Context: an optimization exercise on an open-source flow, tuned for small area, a short achievable clock period and few clock cycles per item. The choices shown serve that exercise and are no tape-out recipe. Power and IR drop assume default switching activity.

==> wip/ember <==
## md2_digest_engine
module md2_digest_engine (
	input  logic               clk,
	input  logic               arst_n,
	input  logic               push,
	output logic               full,
	input  logic [9:0]         item,
	output logic               empty,
	input  logic               pop,
	output logic [127:0]       result
);
export LEC_CHECK = 0
export CAP_MARGIN = 20
export CORE_MARGIN = 2
export CORE_UTILIZATION = 40
export SETUP_SLACK_MARGIN = 4.0
export SLEW_MARGIN = 20
create_clock -name core_clock -period 7.0 [get_ports {clk}]
standard.sh (not shown) runs the stock make flow with config.mk's settings and CLKGATE_MAP_FILE= SYNTH_SCRIPT=/design/flow/synth_recipe.tcl, a recipe that flattens the netlist after the stock synthesis.
==> flow/flow/run.sh <==
#!/bin/bash
# The standard layout (the standard.sh: the standard synthesis and ORFS
# from floorplan to finish), with one change: the buffers that placement puts
# on every input and output port are the platform's smallest plain buffer.
set -e
export BUFFER_PORTS_ARGS="-buffer_cell sky130_fd_sc_hd__buf_1"
bash standard.sh > standard.log 2>&1
==> wip/sierra: changes against wip/ember <==
--- a/flow/design.v
+++ b/flow/design.v
@@ -342,168 +342,149 @@
 	input  logic         cmd_byte,
 	input  logic         cmd_end,
 	output logic         take,
 	output logic         empty,
 	input  logic         pop,
 	output logic [127:0] result
 );
 	localparam int GROUPS = md2_pkg::BLOCK_BYTES;
-	localparam logic [7:0] S0 = 8'h29;
+	localparam int PLACES = GROUPS + 1;
 	typedef enum logic [1:0] {
 		S_ABS,
 		S_PAD,
 		S_CSUM,
 		S_WAIT
 	} state_t;
 	typedef enum logic [1:0] {
 		A_ABS,
 		A_PAD,
 		A_CSUM,
 		A_OUT
 	} after_t;
 	state_t       state_q;
 	after_t       after_q;
 	logic         first_q;
-	logic [3:0]   ph_q;
-	logic         gap_q;
+	logic [4:0]   ph_q;
 	logic [3:0]   j_q;
 	logic         at_q;
 	logic [4:0]   pad_q;
 	logic [7:0]   l_q;
 	logic [7:0]   sreg_q;
 	logic         cu_q;
 	logic         run_q;
 	logic [1:0]   pass_q;
 	logic [4:0]   round_q;
 	logic         empty_q;
-	logic [GROUPS-1:0][7:0] x0_q;
-	logic [GROUPS-1:0][7:0] x1_q;
-	logic [GROUPS-1:0][7:0] x2_q;
-	logic [GROUPS-1:0][7:0] c_q;
-	logic [7:0]   gx0_q;
-	logic [7:0]   gx1_q;
-	logic [7:0]   gx2_q;
-	logic [7:0]   gc_q;
-	logic         step;
-	logic         step0;
-	logic         via_g;
-	logic [3:0]   ph_nxt;
+	logic [PLACES-1:0][7:0] x0_q;
+	logic [PLACES-1:0][7:0] x1_q;
+	logic [PLACES-1:0][7:0] x2_q;
+	logic [PLACES-1:0][7:0] c_q;
+	logic         gap;
+	logic [4:0]   ph_nxt;
 	logic [3:0]   j_nxt;
 	logic         absorb;
 	logic         csum_upd;
 	logic         blk_last;
 	logic [7:0]   b;
 	logic [7:0]   s_out;
 	logic [7:0]   h0z;
 	logic [7:0]   h0f;
 	logic [7:0]   e;
 	logic [7:0]   se;
-	logic [7:0]   y;
 	logic [7:0]   sreg_nxt;
 	logic [7:0]   c_head;
 	logic [7:0]   c_new;
 	logic [7:0]   tail0;
 	logic [7:0]   tail1;
 	logic [7:0]   tail2;
-	logic [7:0]   tailc;
-	assign step     = run_q && !gap_q;
-	assign step0    = step && (round_q == 5'd0) && (pass_q == 2'd0) && (ph_q == 4'd0);
-	assign via_g    = run_q && (gap_q || ((pass_q == 2'd2) && (round_q != 5'd17)));
+	assign gap      = (ph_q == 5'd16);
 	assign take     = (state_q == S_ABS) && cmd_valid && (!cmd_byte || at_q);
 	assign absorb   = ((state_q == S_ABS) && cmd_valid && cmd_byte && at_q) ||
 	                  (((state_q == S_PAD) || (state_q == S_CSUM)) && at_q);
-	assign ph_nxt   = gap_q ? ph_q : ph_q + 1'b1;
+	assign ph_nxt   = gap ? 5'd0 : ph_q + 1'b1;
 	assign j_nxt    = absorb ? j_q + 1'b1 : j_q;
 	assign csum_upd = absorb && (state_q != S_CSUM);
 	assign blk_last = absorb && (j_q == 4'd15);
 	assign b = (state_q == S_ABS) ? cmd_data :
 	           (state_q == S_PAD) ? {3'b000, pad_q} : c_q[1];
 	assign s_out = md2_pkg::pi_sbox(sreg_q);
 	assign h0z = (first_q && round_q == 5'd0 && pass_q == 2'd0) ? 8'h00 : x0_q[0];
 	assign h0f = first_q ? 8'h00 : x0_q[0];
 	assign c_head = first_q ? 8'h00 : c_q[0];
 	assign c_new  = c_head ^ s_out;
 	assign e  = run_q ? h0z : (c_head ^ b);
 	assign se = s_out ^ e;
-	assign y  = step0 ? (h0z ^ S0) : se;
 	always_comb begin
 		sreg_nxt = 8'h00;
 		if (run_q) begin
-			if (gap_q) begin
-				sreg_nxt = gx2_q + {3'b000, round_q};
-			end else if (step0) begin
-				sreg_nxt = h0z ^ S0;
-			end else begin
+			if (!gap) begin
 				sreg_nxt = se;
+			end else begin
+				sreg_nxt = x2_q[PLACES - 1] + ((pass_q == 2'd2) ? {3'b000, round_q} : 8'h00);
 			end
 		end else if (csum_upd) begin
 			sreg_nxt = cu_q ? se : (b ^ l_q);
 		end
 	end
 	always_comb begin
 		tail0 = x0_q[0];
 		tail1 = x1_q[0];
 		tail2 = x2_q[0];
-		if (step) begin
+		if (run_q && !gap) begin
 			tail0 = x1_q[0];
 			tail1 = x2_q[0];
-			tail2 = y;
+			tail2 = se;
 		end else if (absorb) begin
 			tail1 = b;
 			tail2 = b ^ h0f;
 		end
 	end
-	assign tailc = cu_q ? c_new : c_q[0];
 	for (genvar g = 0; g < GROUPS; g++) begin : g_res
 		assign result[127 - 8 * g -: 8] = x0_q[g];
 	end
 	assign empty = empty_q;
 	always_ff @(posedge clk) begin
-		for (int k = 0; k < GROUPS - 1; k++) begin
+		for (int k = 0; k < PLACES - 1; k++) begin
 			x1_q[k] <= x1_q[k + 1];
 			x2_q[k] <= x2_q[k + 1];
 			c_q[k]  <= c_q[k + 1];
 		end
-		x1_q[GROUPS - 1] <= via_g ? gx1_q : tail1;
-		x2_q[GROUPS - 1] <= (step && !via_g) ? y : (via_g ? gx2_q : tail2);
-		c_q[GROUPS - 1]  <= cu_q ? c_new : (via_g ? gc_q : c_q[0]);
+		x1_q[PLACES - 1] <= tail1;
+		x2_q[PLACES - 1] <= tail2;
+		c_q[PLACES - 1]  <= cu_q ? c_new : c_q[0];
 		if (empty_q) begin
-			for (int k = 0; k < GROUPS - 1; k++) begin
+			for (int k = 0; k < PLACES - 1; k++) begin
 				x0_q[k] <= x0_q[k + 1];
 			end
-			x0_q[GROUPS - 1] <= via_g ? gx0_q : tail0;
 		end
-		gx0_q  <= tail0;
-		gx1_q  <= tail1;
-		gx2_q  <= tail2;
-		gc_q   <= tailc;
+		x0_q[PLACES - 1] <= tail0;
+	end
+	always_ff @(posedge clk) begin
+		sreg_q <= sreg_nxt;
 	end
 	always_ff @(posedge clk or negedge arst_n) begin
 		if (!arst_n) begin
 			state_q <= S_ABS;
 			after_q <= A_ABS;
 			first_q <= 1'b1;
 			pad_q   <= '0;
 			ph_q    <= '0;
-			gap_q   <= 1'b0;
 			j_q     <= '0;
 			at_q    <= 1'b1;
-			sreg_q  <= '0;
 			l_q     <= '0;
 			cu_q    <= 1'b0;
 			run_q   <= 1'b0;
 			pass_q  <= '0;
 			round_q <= '0;
 			empty_q <= 1'b1;
 		end else begin
 			ph_q   <= ph_nxt;
-			sreg_q <= sreg_nxt;
 			j_q    <= j_nxt;
-			at_q   <= (ph_nxt == j_nxt);
+			at_q   <= (ph_nxt == {1'b0, j_nxt});
 			cu_q   <= csum_upd;
 			if (cu_q) begin
 				l_q <= c_new;
 			end
 			if (pop && !empty_q) begin
 				empty_q <= 1'b1;
 			end
 			case (state_q)
@@ -528,25 +509,22 @@
 				S_CSUM: begin
 					if (blk_last) begin
 						state_q <= S_WAIT;
 						after_q <= A_OUT;
 						l_q     <= '0;
 					end
 				end
 				default: begin
+					if (!run_q && gap && empty_q) begin
+						run_q <= 1'b1;
+					end
 				end
 			endcase
-			if ((blk_last || (state_q == S_WAIT && !run_q && ph_q == 4'd15)) && empty_q) begin
-				run_q <= 1'b1;
-			end
-			if (gap_q) begin
-				gap_q   <= 1'b0;
-				round_q <= round_q + 1'b1;
-			end else if (run_q && ph_q == 4'd15) begin
+			if (run_q && gap) begin
 				pass_q <= (pass_q == 2'd2) ? 2'd0 : pass_q + 1'b1;
 				if (pass_q == 2'd2) begin
 					if (round_q == 5'd17) begin
 						round_q <= '0;
 						run_q   <= 1'b0;
 						first_q <= 1'b0;
 						case (after_q)
 							A_ABS:  state_q <= S_ABS;
@@ -554,17 +532,17 @@
 							A_CSUM: state_q <= S_CSUM;
 							default: begin
 								state_q <= S_ABS;
 								empty_q <= 1'b0;
 								first_q <= 1'b1;
 							end
 						endcase
 					end else begin
-						gap_q <= 1'b1;
+						round_q <= round_q + 1'b1;
 					end
 				end
 			end
 		end
 	end
 endmodule
 module md2_digest_engine (
 	input  logic               clk,
==> flow/run.sh (new file) <==
#!/bin/bash
# synth_recipe.tcl (not shown) runs the flow's synth.tcl, then flattens the netlist and writes it again
# the make line also repeats each setting of config.mk as NAME=value (left out here)
make -C /OpenROAD-flow-scripts/flow DESIGN_CONFIG=/design/flow/config.mk WORK_HOME=/design/flow/orfs CLKGATE_MAP_FILE= SYNTH_SCRIPT=/design/flow/synth_recipe.tcl finish
CORE_UTILIZATION = 60   (was 40)
CTS_CLUSTER_SIZE = 30   (was not set)
PLACE_DENSITY = 0.7   (was not set)
removed: flow/flow/run.sh
removed: flow/standard.sh
==> implementation parameters <==
Parameter                              Value

Routing
  Met2 WL post-DR    26800 µm
  Detailed-route wire length per cell    22.1 µm

Setup path
  Worst reg2reg startpoint    u_core.sreg_q[2]
  Worst Reg2Reg Path Length in Cells    10

Outcome
  Result of the run    finished clean

Pwr
  P_leak    9.32 nW

Cells and area
  Number of fill cells in the layout    4581
  Non-clock buffers, area share    5.96%

STA
  Min cycle time layout    3.05 ns
(the above is from wip/ember)
==> implementation parameters <==
Parameter                              Value

Outcome
  Result of the run    finished clean

Cells and area
  Non-clock buffers, area share    13.1%
  Number of fill cells in the layout    2053

Setup path
  Worst Reg2Reg Path Length in Cells    15
  Worst reg2reg startpoint    u_core.pass_q[0]

Pwr
  P_leak    10.1 nW

Routing
  Met2 WL post-DR    27600 µm
(the above is from wip/sierra)
Function was not checked in any run of this note: the RTL went through the layout flow alone.

-- port drivers added, routing unchanged --
In the flow no input, the clock included, has a driving cell. The finished layouts below were timed again as built, in two steps. Step 1 (the two cells are an assumption about what drives the block):
set clk [get_ports {clk}]
set_driving_cell -lib_cell sky130_fd_sc_hd__clkbuf_16 $clk
set_driving_cell -lib_cell sky130_fd_sc_hd__buf_2 [delete_from_list [all_inputs] $clk]
Step 2 moves the port delays by t, midway between the first and last clock arrival at a register: inputs arrive t later, outputs are due t later. That takes back most of the time a late clock gives input paths. Three values: ideal, step 1, step 2; two values: the first two.
| run | shift t [ns] | slack for setup (ns) | latest minus earliest clock arrival (ns) |
|---|---|---|---|
| wip/ember | 0.665 | 3.948 / 3.948 / 3.948 | 0.032 / 0.031 |
| wip/sierra | 0.654 | 3.263 / 3.263 / 3.263 | 0.021 / 0.022 |
After both steps every run listed still meets setup and hold.
